Context: an optimization exercise on an open-source flow, tuned for small area, a short achievable clock period and few clock cycles per item. The choices shown serve that exercise and are no tape-out recipe. The RTL was checked by simulation tests, not by an equivalence proof against the original design. No activity file was given, so power comes from the tool's default toggle rates. The clock port is modelled as an ideal driver; clocking choices that lean on that would not hold on a real chip.

run D:
## sys_matmul_stream
module sys_matmul_stream #(
  parameter int N      = 3,
  parameter int DW     = 8,
  parameter int ACC_W  = 2*DW + $clog2(N),
  parameter int SIGNED = 0
) (
  input  logic             CLK,
  input  logic             rst_n,
  input  logic             vld_in,
  output logic             rdy_in,
  input  logic [DW-1:0]    a,
  input  logic [DW-1:0]    b,
  input  logic             keep,
  output logic             vld_out,
  input  logic             rdy_out,
  output logic [ACC_W-1:0] c,
  output logic             last_out,
  output logic             busy,
  output logic [1:0]       dbg_state
);
  function automatic logic [8:0] rot1(input logic [8:0] x);
    rot1 = {x[7:0], x[8]};
  endfunction
  function automatic logic [8:0] rot2(input logic [8:0] x);
    rot2 = {x[6:0], x[8:7]};
  endfunction
  function automatic logic [8:0] rotm2(input logic [8:0] x);
    rotm2 = {x[1:0], x[8:2]};
  endfunction
  logic [8:0] ph;           
  logic [8:0] lb;           
  logic       lpar;         
  logic       lkeep;        
  logic       have_prev;    
  logic       cact;         
  logic       ot;           
  logic       cfull;        
  logic [8:0] cp;           
  logic       cpar;
  logic       ckeep;
  logic [8:0] op;           
  logic [8:0] U;            
  logic       av, bv;       
  logic       cpass;        
  logic       r_rdy, r_vld, r_last, r_busy, r_dbg0;
  logic [ACC_W-1:0] c_r;
  logic [DW-1:0] a_q, b_q;
  logic          v_q, wpar_q;
  logic [DW-1:0] R [9];
  logic [DW-1:0] E;
  logic [DW-1:0] W0b0 [2];      
  logic [DW-1:0] W0b1, W0b2;
  logic [DW-1:0] W1b0 [2];
  logic [DW-1:0] W1b1, W1b2;
  logic [DW-1:0] W2b0 [2];
  logic [DW-1:0] W2b1, W2b2;
  logic [ACC_W-1:0] L0s, L0c;
  logic [ACC_W-1:0] L [1:8];
  logic hs_in, hs_out;
  ...
export LEC_CHECK = 0
export ABC_CLOCK_PERIOD_IN_PS = 2800
export CAP_MARGIN = 20
export CORE_MARGIN = 2
export CORE_UTILIZATION = 55
export CTS_CLUSTER_DIAMETER = 100
export CTS_CLUSTER_SIZE = 30
export SLEW_MARGIN = 20
export SETUP_SLACK_MARGIN = 5.3
export BUFFER_PORTS_ARGS = -buffer_cell sky130_fd_sc_hd__buf_2
export CTS_ARGS = -sink_clustering_enable -repair_clock_nets -sink_clustering_size 30 -sink_clustering_max_diameter 100 -dont_use_dummy_load
create_clock -name core_clock -period 8.0 [get_ports {CLK}]
standard.sh (not shown) runs the stock make flow with config.mk's settings and CLKGATE_MAP_FILE= SYNTH_SCRIPT=/design/flow/synth_recipe.tcl, a recipe that flattens the netlist after the stock synthesis.
==> flow/flow/run.sh <==
#!/bin/bash
# Layout: the standard ORFS flow (standard.sh) with these changes:
#  * synthesis is the standard flow's script (synth_recipe.tcl: ORFS synthesis without fsm and share,
#    then flatten and rename) with one more option on Yosys's synth calls, -noabc, which
#    skips the generic "abc -fast" pass before ORFS extracts full adders; that pass turns
#    the adder tree's xor/majority logic into inverted forms, so the extracted adders
#    come out with an inverter on most of their outputs. Registers are unchanged.
#  * plain buffers (rather than delay cells) on the ports;
#  * clock tree synthesis without dummy loads.
# The flow's full output is in standard_run.log here; ORFS's per-step logs are under
# orfs/logs/.
set -euo pipefail
sed 's/yosys synth -nofsm -noshare /yosys synth -nofsm -noshare -noabc /' synth_recipe.tcl > synth_noabc.tcl
grep -q -- '-noabc' synth_noabc.tcl
sed 's|SYNTH_SCRIPT=[^ ]*synth_recipe.tcl|SYNTH_SCRIPT='"$PWD"'/synth_noabc.tcl|' standard.sh > standard_noabc.sh
grep -q 'synth_noabc.tcl' standard_noabc.sh
cat >> config.mk <<'CFG'
export SETUP_SLACK_MARGIN = 5.3
export BUFFER_PORTS_ARGS = -buffer_cell sky130_fd_sc_hd__buf_2
export CTS_ARGS = -sink_clustering_enable -repair_clock_nets -sink_clustering_size 30 -sink_clustering_max_diameter 100 -dont_use_dummy_load
CFG
bash standard_noabc.sh > standard_run.log 2>&1
Testbench counts of run D, summed over its fixed seeds: cycles 14,488, items 1,600.
diff inputs: run D => run M
--- a/flow/design.v
+++ b/flow/design.v
@@ -40,12 +40,13 @@
   logic       ckeep;
   logic [8:0] op;           
   logic [8:0] U;            
   logic       av, bv;       
   logic       cpass;        
   logic       r_rdy, r_vld, r_last, r_busy, r_dbg0;
+  logic       r_nrdy, r_nvld;   
   logic [ACC_W-1:0] c_r;
   logic [DW-1:0] a_q, b_q;
   logic          v_q, wpar_q;
   logic [DW-1:0] R [9];
   logic [DW-1:0] E;
   logic [DW-1:0] W0b0 [2];      
@@ -54,14 +55,14 @@
   logic [DW-1:0] W1b1, W1b2;
   logic [DW-1:0] W2b0 [2];
   logic [DW-1:0] W2b1, W2b2;
   logic [ACC_W-1:0] L0s, L0c;
   logic [ACC_W-1:0] L [1:8];
   logic hs_in, hs_out;
-  assign hs_in  = vld_in && r_rdy;
-  assign hs_out = r_vld && rdy_out;
+  assign hs_in  = vld_in && !r_nrdy;
+  assign hs_out = !r_nvld && rdy_out;
   logic [8:0] e_m;          
   logic       m_ready, m_fire;
   assign e_m = rot2(ph);
   assign m_ready = cfull || e_m[0] || ((e_m[1] || e_m[3] || e_m[4]) && lb[8]);
   assign m_fire  = cact && ot && m_ready && !U[6];
   logic [8:0] ph_n, lb_n, cp_n, op_n, U_n;
@@ -84,13 +85,13 @@
     rdy_calc = |(ph_x & lb_x) &&
                (!cact_x || !cfull_x || |(cp_x & done_b) || (ot_x && !u3 && !u4 && !u5));
   endfunction
   logic [8:0] cp_m;         
   logic       cact_m;
   logic [8:0] ph_h0;        
-  logic       rdy_h1, rdy_h0, vld_o1, vld_o0, blk_o1, blk_o0, clr, busy_b;
+  logic       rdy_h1, rdy_h0, avail, blk, clr, busy_b, load, keep_c;
   logic       cact_h1, cfull_h1;
   logic       ot_h;         
   logic [8:0] cp_h1;
   always_comb begin
     cp_m   = m_fire ? rot1(cp) : cp;
     ot_h   = m_fire || |(cp & rot1(rot2(ph)));
@@ -98,18 +99,16 @@
     cact_h1  = cact_m || lb[6];
     cfull_h1 = lb[6] ? 1'b0 : (cfull || lb[8]);
     cp_h1    = lb[6] ? 9'd1 : cp_m;
     rdy_h1   = rdy_calc(rot1(ph), rot1(lb), cact_h1, cfull_h1, cp_h1, ot_h, U[3], U[4], U[5]);
     ph_h0    = (!have_prev && idle) ? 9'd1 : rot1(ph);
     rdy_h0   = rdy_calc(ph_h0, lb, cact_m, cfull, cp_m, ot_h, U[3], U[4], U[5]);
-    blk_o1 = cact_m && !cfull && ((op[8] && !cp_m[0]) || (op[0] && cp_m[2]));
-    blk_o0 = cact_m && !cfull && ((op[0] && !cp_m[0]) || (op[1] && cp_m[2]));
-    vld_o1 = |(rot1(op) & rotm2(rot1(ph))) && U[0];
-    vld_o0 = |(op & rotm2(rot1(ph))) && U[0];
+    blk    = cact_m && !cfull && ((op[0] && !cp_m[0]) || (op[1] && cp_m[2]));
+    avail  = |(op & rotm2(rot1(ph))) && U[0];
     clr    = hs_in && (lb[6] || lb[8]);
-    busy_b = !lb[0] || cact_m || (|U[8:2]) || U[0] || bv || m_fire || av;
+    busy_b = !lb[0] || cact_m || (|U) || bv || m_fire || av;
   end
   always_comb begin
     hold        = !have_prev && idle && !hs_in;
     ph_n        = hold ? 9'd1 : rot1(ph);
     lb_n        = hs_in ? rot1(lb) : lb;
     lpar_n      = lpar ^ (hs_in && lb[8]);
@@ -125,17 +124,19 @@
       cp_n    = 9'd1;
       cfull_n = 1'b0;
       cpar_n  = lpar;
       ckeep_n = lkeep;
     end
     if (hs_in && lb[8]) cfull_n = 1'b1;
-    op_n   = hs_out ? rot1(op) : op;
-    U_n    = {U[7:2], U[1] && !hs_out, U[0], bv || U[8]};
-    vld_n  = hs_out ? (vld_o1 && (!blk_o1 || clr)) : (vld_o0 && (!blk_o0 || clr));
+    keep_c = !r_nvld && !rdy_out;
+    load   = !keep_c && avail && (!blk || clr);
+    op_n   = load ? rot1(op) : op;
+    U_n    = {U[7:1], U[0] && !load, bv || U[8]};
+    vld_n  = keep_c || load;
     rdy_n  = hs_in ? rdy_h1 : rdy_h0;
-    busy_n = hs_in || busy_b || (U[1] && !hs_out);
+    busy_n = hs_in || busy_b || vld_n;
   end
   always_ff @(posedge CLK) begin
     if (!rst_n) begin
       ph        <= 9'd1;
       lb        <= 9'd1;
       lpar      <= 1'b0;
@@ -151,12 +152,14 @@
       U         <= '0;
       av        <= 1'b0;
       bv        <= 1'b0;
       v_q       <= 1'b0;
       r_rdy     <= 1'b1;
       r_vld     <= 1'b0;
+      r_nvld    <= 1'b1;
+      r_nrdy    <= 1'b0;
       r_last    <= 1'b0;
       r_busy    <= 1'b0;
       r_dbg0    <= 1'b0;
       c_r       <= '0;
     end else begin
       ph        <= ph_n;
@@ -174,16 +177,18 @@
       U         <= U_n;
       av        <= m_fire;
       bv        <= av;
       v_q       <= hs_in;
       r_rdy     <= rdy_n;
       r_vld     <= vld_n;
-      r_last    <= hs_out ? (vld_o1 && (!blk_o1 || clr) && op[7]) : (vld_o0 && (!blk_o0 || clr) && op[8]);
+      r_nvld    <= !vld_n;
+      r_nrdy    <= !rdy_n;
+      r_last    <= keep_c ? r_last : (load && op[8]);
       r_busy    <= busy_n;
       r_dbg0    <= !rdy_n && !vld_n;
-      c_r       <= vld_n ? L1_n : '0;
+      c_r       <= keep_c ? c_r : (load ? L1_n : '0);
     end
   end
   logic wb0, wb1, wb2;      
   assign wb0 = v_q && (ph[1] || ph[2] || ph[3]);
   assign wb1 = v_q && (ph[4] || ph[5] || ph[6]);
   assign wb2 = v_q && (ph[7] || ph[8] || ph[0]);
Notes after the runs:
Run M: no failed stages, no open violations at the end
Relative to run D, run M improves final critical delay including setup and external delays.
Against run D as the reference, run M delivers a lower headroom to the max-slew limit.
Of run M and run D, it is run M that has the higher routed length on met2.
Register-to-register setup slack | run M above run D
~same final cell area excluding filler cells in run D and run M
Compared with run D, run M shows design internal power higher by about 0.4%.
Testbench counts of run M, summed over its fixed seeds: cycles 14,488, items 1,600.

## port drivers added, routing unchanged
The results above use ideal ports. As a check the final layouts listed here were re-extracted and re-timed, cells and wires unchanged. Step 1 (the two cells are an assumption about what drives the block):
set clk [get_ports {CLK}]
set_driving_cell -lib_cell sky130_fd_sc_hd__clkbuf_16 $clk
set_driving_cell -lib_cell sky130_fd_sc_hd__buf_2 [delete_from_list [all_inputs] $clk]
Step 2 also shifts input and output timing later by t, the mid clock arrival at the registers, as if the neighbouring blocks saw the same clock. a / b / c = ideal / step 1 / step 2; a / b = the first two.
run	t, ns	setup WS [ns]	worst register clock-pin slew, ns
run D	0.596	5.302 / 5.245 / 4.832	0.10 / 0.10
run M	0.603	5.348 / 5.291 / 4.820	0.11 / 0.11
After both steps setup and hold are still met in every run listed. The setup slack of run M, which loses most, moves by -0.057 ns with the drivers and by -0.528 ns with both steps.
